This is an optimization exercise on Yosys and OpenROAD, whose aim is small area, a short achievable clock period and few clock cycles per item, not a production implementation. At most, simulation tests tie the RTL to the original design; equivalence was not proved. Power figures rest on the tool's default switching activity, not on a simulated workload.

## T
Design gcode_block_parser_top, start of the top module:
module gcode_block_parser_top #(
	parameter int AXIS_WORD_CHARS = 15,
	parameter int INT_WORD_DIGITS = 4
) (
	input  logic        clk,
	input  logic        arst_n,
	input  logic        cfg_we,
	input  logic [7:0]  cfg_wdata,
	input  logic        char_valid,
	input  logic [7:0]  char_in,
	output logic        char_ready,
	output logic        block_valid,
	input  logic        block_ready,
	output logic [13:0] block_number,
	output logic [1:0]  code_letter,
	output logic [6:0]  code_number,
	output logic [13:0] feed_value,
	output logic [13:0] repeat_count,
	output logic [31:0] x_milli,
	output logic [31:0] y_milli,
	output logic [31:0] z_milli,
	output logic [31:0] a_milli
);
clock: 8.0 ns
lec_check: 0
cap_margin: 20
core_margin: 2
core_utilization: 40
setup_slack_margin: 5
slew_margin: 20
run.sh (not shown) runs the stock make flow with config.mk's settings and CLKGATE_MAP_FILE= SYNTH_SCRIPT=/design/flow/synth_recipe.tcl, a recipe that flattens the netlist after the stock synthesis.
T | stages: all done | timing, DRC, antenna: all pass
--- input diff T..R ---
- SETUP_SLACK_MARGIN changed from 5 to 4.5
R finished end to end and its layout was clean on timing, DRC and antenna. The final reports for R and T show total routing usage reported by global routing lower in the former. Of R and T, it is R that has the lower routed length per placed instance. Area added between synthesis and finish: R vs T down 8.3 points. Looking at worst-case hold slack across both flows, R is the stronger of the two, with T trailing. Relative to T, static leakage power has gone down in R. On clock power, T beats R. [compare] base=T new=R: routed wire length now sits lower; via density per instance now sits lower; achievable clock frequency now sits lower.
No functional check of the RTL was part of any run of this note.

========
## v39
Another version of the RTL of gcode_block_parser_top (not shown whole).
For scale: ~1800 cells after synthesis, about 260 flip-flops, roughly 200 I/O pins, ~14000 um^2 of cells after synthesis.
clock: 8.0 ns
lec_check: 0
abc_area: 1
cap_margin: 20
core_margin: 2
core_utilization: 40
setup_slack_margin: 4.5
slew_margin: 20
Testbench counts of v39, summed over its fixed seeds: cycles 82,158, chars 82,147.
### v39 -> v17
- ABC_AREA no longer set, was 1
--- outcome ---
- Xor and xnor fraction of the mapped netlist area came out higher on v17 than on v39.
- Compared with v39, v17 shows a higher final period utilization.
- There was hardly any difference in area growth from synthesis to layout between v17 and v39.
- v39 and v17 ended up with roughly the same final area.
- Depth of the worst register-to-register path down 4 in v17 wrt v39
- There was hardly any difference in share of the core filled with cells in the final layout between v17 and v39.
## Diff of input files: v31 against v17
- putting CTS_CLUSTER_SIZE at 25 where nothing was set
- putting ABC_AREA at 1 where nothing was set
- putting CTS_BUF_LIST at sky130_fd_sc_hd__clkbuf_8 where nothing was set
==> flow/flow/run.sh (new file) <==
#!/bin/bash
set -euo pipefail
bash standard.sh "BUFFER_PORTS_ARGS=-buffer_cell sky130_fd_sc_hd__buf_1" finish > flow_make.log 2>&1
==> flow/standard.sh (new file) <==
#!/bin/bash
# synth_recipe.tcl (not shown) runs the flow's synth.tcl, then flattens the netlist and writes it again
# the make line also repeats each setting of config.mk as NAME=value (left out here)
make -C /OpenROAD-flow-scripts/flow DESIGN_CONFIG=/design/flow/config.mk WORK_HOME=/design/flow/orfs CLKGATE_MAP_FILE= SYNTH_SCRIPT=/design/flow/synth_recipe.tcl "${@:-finish}"
removed: flow/run.sh
Findings:
v31: full flow OK, the timing, design-rule and antenna checks passed
Going from v17 to v31, non-clock buffer count in the final layout shrank by a few percent.
Looking at slowest library cell on the worst path, the sky130_fd_sc_hd__edfxtp_1 result is from v31; the sky130_fd_sc_hd__fa_1 one comes from v17.
In the reports for v31 and v17, the larger iteration count of the initial detailed-routing pass belongs to v31.
v17 → v31: net switching power of the design now larger; fraction of layout cells with a size suffix above 1 went up by 3.4 points; total wire length after detailed routing saw an increase; global-route usage went up by 1.8 points.
[inputs] v59 vs v31
- swapping sky130_fd_sc_hd__clkbuf_8 for sky130_fd_sc_hd__clkbuf_4 in CTS_BUF_LIST
- swapping 25 for 16 in CTS_CLUSTER_SIZE
Notes after the runs:
Re area added between synthesis and finish: v31 was lower than v59. Looking at final routed wirelength across all metal layers, v59 sits about 1.6% above v31. When the final numbers for v31 and v59 were put side by side, the global routing usage summed across all routing layers turned out to be smaller in v31. Between v31 and v59, the flow reports finished layout cell area increasing slightly. Summary of v59 over v31: count of plain and timing-repair buffers increased 3; first-pass GRT wire length shows an increase of 580 um; timing-limited maximum frequency increased by 2.6% relative to the old numbers. The largest driver fanout on the critical path of v59 exceeds that of v31 by 3. The core utilization reported for v59 is greater than that of v31 by 0.73 points. v31 was routed with fewer vias than v59. The final worst-path setup slack of v59 is higher than that of v31.

==> static timing again, ports no longer ideal <==
In the flow no input, the clock included, has a driving cell. The finished layouts below were timed again as built, in two steps. Step 1 (the two cells are an assumption about what drives the block):
set clk [get_ports {clk}]
set_driving_cell -lib_cell sky130_fd_sc_hd__clkbuf_16 $clk
set_driving_cell -lib_cell sky130_fd_sc_hd__buf_2 [delete_from_list [all_inputs] $clk]
Step 2 moves the port delays by t, midway between the first and last clock arrival at a register: inputs arrive t later, outputs are due t later. That takes back most of the time a late clock gives input paths. Three values: ideal ports, drivers, drivers and shift; two values: the first two.
| run | shift t [ns] | slack for setup (ns) | worst hold slack (ns) | worst setup path after step 2 | worst register clock-pin slew, ns |
|---|---|---|---|---|---|
| T | 0.598 | 3.736 / 3.736 / 3.736 | 0.460 / 0.460 / 0.460 | register to register | 0.07 / 0.07 |
| R | 0.621 | 3.701 / 3.701 / 3.701 | 0.475 / 0.475 / 0.475 | register to register | 0.06 / 0.06 |
| v39 | 0.610 | 4.237 / 4.237 / 4.237 | 0.479 / 0.479 / 0.479 | register to register | 0.07 / 0.07 |
| v17 | 0.620 | 4.017 / 4.017 / 4.017 | 0.469 / 0.469 / 0.469 | register to register | 0.07 / 0.07 |
| v31 | 0.607 | 4.282 / 4.282 / 4.282 | 0.477 / 0.477 / 0.477 | register to register | 0.07 / 0.07 |
| v59 | 0.793 | 4.375 / 4.375 / 4.375 | 0.477 / 0.477 / 0.477 | register to register | 0.09 / 0.09 |
After both steps setup and hold are still met in every run listed.
